Source: an optimization exercise on an open RTL-to-GDS flow (aim: small area, a short achievable clock period and few clock cycles per item). Production flows keep margins and buffers that such runs may drop. The RTL was checked by simulation tests, not by an equivalence proof against the original design. Power is estimated from default activity; no workload was simulated.

JK:
Design t2_header_top, start of the top module:
module t2_header_top (
    input  logic                clk,
    input  logic                rst_n,
    input  logic                zb_valid_i,
    input  t2_pkg::zb_t         zb_data_i,
    output logic                zb_ready_o,
    input  logic                pass_valid_i,
    input  t2_pkg::pass_t       pass_data_i,
    output logic                pass_ready_o,
    output logic                hdr_valid_o,
    output logic                hdr_last_o,
    output t2_pkg::field_t      hdr_data_o,
    output t2_pkg::bit_cnt_t    hdr_bit_cnt_o,
    output logic                hdr_insert_zero_o,
    input  logic                hdr_ready_i
);
    localparam logic [2:0] F_SOP  = 3'd0;
    localparam logic [2:0] F_IDX  = 3'd1;
    localparam logic [2:0] F_CODE = 3'd2;
    localparam logic [2:0] F_ROOT = 3'd4;
    localparam logic [2:0] F_M4   = 3'd5;
    localparam logic [2:0] F_M2   = 3'd6;
    localparam logic [2:0] F_LEAF = 3'd7;
    function automatic logic lt6(input logic [5:0] a, input logic [5:0] b);
        logic r;
        r = 1'b0;
        for (int i = 0; i < 6; i++) r = (!a[i] && b[i]) || (!(a[i] ^ b[i]) && r);
        lt6 = r;
    endfunction
    logic        full_q;     
    logic        acc;
    logic [6:0]  acnt;       
    logic [6:0]  rcnt;       
    logic [6:0]  rcnt_f;     
    logic [5:0]  rf   [8][8];
  ...
Size: roughly 1500 cells after synthesis, about 580 flip-flops, about 63 I/O pins, ~23000 µm² of cells after synthesis.
==> flow/config.mk <==
export PLATFORM = sky130hd
export DESIGN_NAME = t2_header_top
export DESIGN_NICKNAME = t2_header_top
export VERILOG_FILES = /design/flow/design.v
export SDC_FILE = /design/flow/constraint.sdc
export NUM_CORES = 4
export LEC_CHECK = 0
export CAP_MARGIN = 20
export CORE_MARGIN = 2
export CORE_UTILIZATION = 55
export CTS_CLUSTER_DIAMETER = 80
export CTS_CLUSTER_SIZE = 25
export SETUP_SLACK_MARGIN = 3.2
export SLEW_MARGIN = 20
==> flow/constraint.sdc <==
create_clock -name core_clock -period 5.5 [get_ports {clk}]
set_input_delay 1.1000 -clock core_clock [delete_from_list [all_inputs] [get_ports {clk}]]
set_output_delay 1.1000 -clock core_clock [all_outputs]
set_load 0.01 [all_outputs]
run.sh (not shown) runs the stock make flow with config.mk's settings and CLKGATE_MAP_FILE= SYNTH_SCRIPT=/design/flow/synth_recipe.tcl, a recipe that flattens the netlist after the stock synthesis.
JK finished every step from synthesis to the final layout, and the layout passed the timing, DRC and antenna checks.
Testbench counts of JK, summed over its fixed seeds: cycles 10,168, packets 64.
Changes in MS relative to JK:
Settings: CTS_CLUSTER_DIAMETER: 80 -> 90; CTS_CLUSTER_SIZE: 25 -> 32; ABC_AREA: unset -> 1.
--- outcome ---
- The final layout from MS, which completed every stage, passed the timing, DRC and antenna checks at the end of the flow.
- Against JK, MS comes in 6.0 points lower on clock network fraction of design power.
- Compared to JK, the router laid down less metal wire for MS.
- Compared with JK, total number of vias in MS increased by a few percent.
- When MS is set beside JK, its number of post-CTS setup repair buffers turns out to be 6 larger.
- Delta (MS minus JK): synthesized cell count has increased; multiplexer area fraction after synthesis has decreased.
- In MS relative to JK, combinational power had gone up by more than 100%.
Input changes introduced in AL (baseline for comparison: MS):
Settings: CTS_CLUSTER_DIAMETER: 90 -> 80; CTS_CLUSTER_SIZE: 32 -> 25; ABC_AREA: 1 -> unset; SETUP_SLACK_MARGIN: 3.2 -> 3.4.
==> comparison <==
- AL | status: complete | timing, DRC, antenna: pass
- | share of async-settable or async-resettable flops after synthesis | AL vs MS | ≈ equal |
- In the final design statistics, AL uses fewer standard cells in total than MS.
- The lower standard cell area after detailed placement came out of AL.
- MS and AL ended up with roughly the same ratio of final minimum period to clock period.
- Taking MS as the reference, in AL worst-case reg-to-reg path depth has decreased; design area has increased.
- Total number of vias: lower on AL
Changes in TR relative to AL:
Settings: SETUP_SLACK_MARGIN changed from 3.4 to 3.2; ABC_AREA newly set to 1.
==> comparison <==
TR vs AL: clock network power share down in TR. Lower power among TR and AL: AL. Share of layout cells above drive strength 1 sits lower in TR than in AL. TR vs AL: area of placed instances up slightly. Area overhead of the layout relative to synthesis | TR below AL. The global-route usage reported for TR is smaller than that of AL by 1.5 points. When TR is set beside AL, its first-pass iteration count of the detailed router turns out to be 1 larger.

---

Starting RTL as in the previous note.
clock: 5.5 ns
lec_check: 0
abc_clock_period_in_ps: 2000
cap_margin: 20
core_margin: 2
core_utilization: 55
cts_cluster_diameter: 80
cts_cluster_size: 25
setup_slack_margin: 3.2
slew_margin: 20
Testbench counts at the start, summed over its fixed seeds: cycles 10,168, packets 64.
Rerun with:
ABC_AREA = 1   (was not set)
ABC_CLOCK_PERIOD_IN_PS = not set   (was 2000)
CTS_BUF_LIST = sky130_fd_sc_hd__clkbuf_8 sky130_fd_sc_hd__clkbuf_16   (was not set)
What happened: Cell area rose by about 3%. Core utilization rose by 1.5 points. Power rose by about 20%. Critical path depth fell by 2.

afterwards: timing with drivers on the ports:
Ports are ideal in the flow. The routed layouts listed here were re-timed in OpenROAD. Step 1 assumes that a clkbuf_16 drives the clock port and a buf_2 every other input. Step 2 adds t to the input delays and takes it off the output delays; t is the mean of the earliest and latest rising clock arrival at the registers after step 1. Input paths then give back, and output paths get back, about the clock's delay inside the block. Slacks: no drivers / after step 1 / after step 2; pairs: no drivers / after step 1.
| run | shift t [ns] | setup slack, ns | hold slack, ns | worst setup path at the end | worst slew at a driven data input, ns |
|---|---|---|---|---|---|
| JK | 0.654 | 3.169 / 3.159 / 2.576 | 0.464 / 0.464 / 0.464 | input to register | 0.06 |
| MS | 0.651 | 3.137 / 3.079 / 2.599 | 0.446 / 0.413 / 0.473 | input to register | 0.05 |
| AL | 0.675 | 3.134 / 3.077 / 2.603 | 0.400 / 0.371 / 0.462 | input to register | 0.16 |
| TR | 0.667 | 3.210 / 3.152 / 2.611 | 0.478 / 0.478 / 0.478 | input to register | 0.05 |
| the first run of note 2 | 0.654 | 3.169 / 3.159 / 2.576 | 0.464 / 0.464 / 0.464 | input to register | 0.06 |
| the second run of note 2 | 0.669 | 3.210 / 3.152 / 2.609 | 0.479 / 0.479 / 0.479 | input to register | 0.05 |
After both steps setup and hold are still met in every run listed. The setup slack of the second run of note 2, which loses most, moves by -0.058 ns with the drivers and by -0.601 ns with both steps.
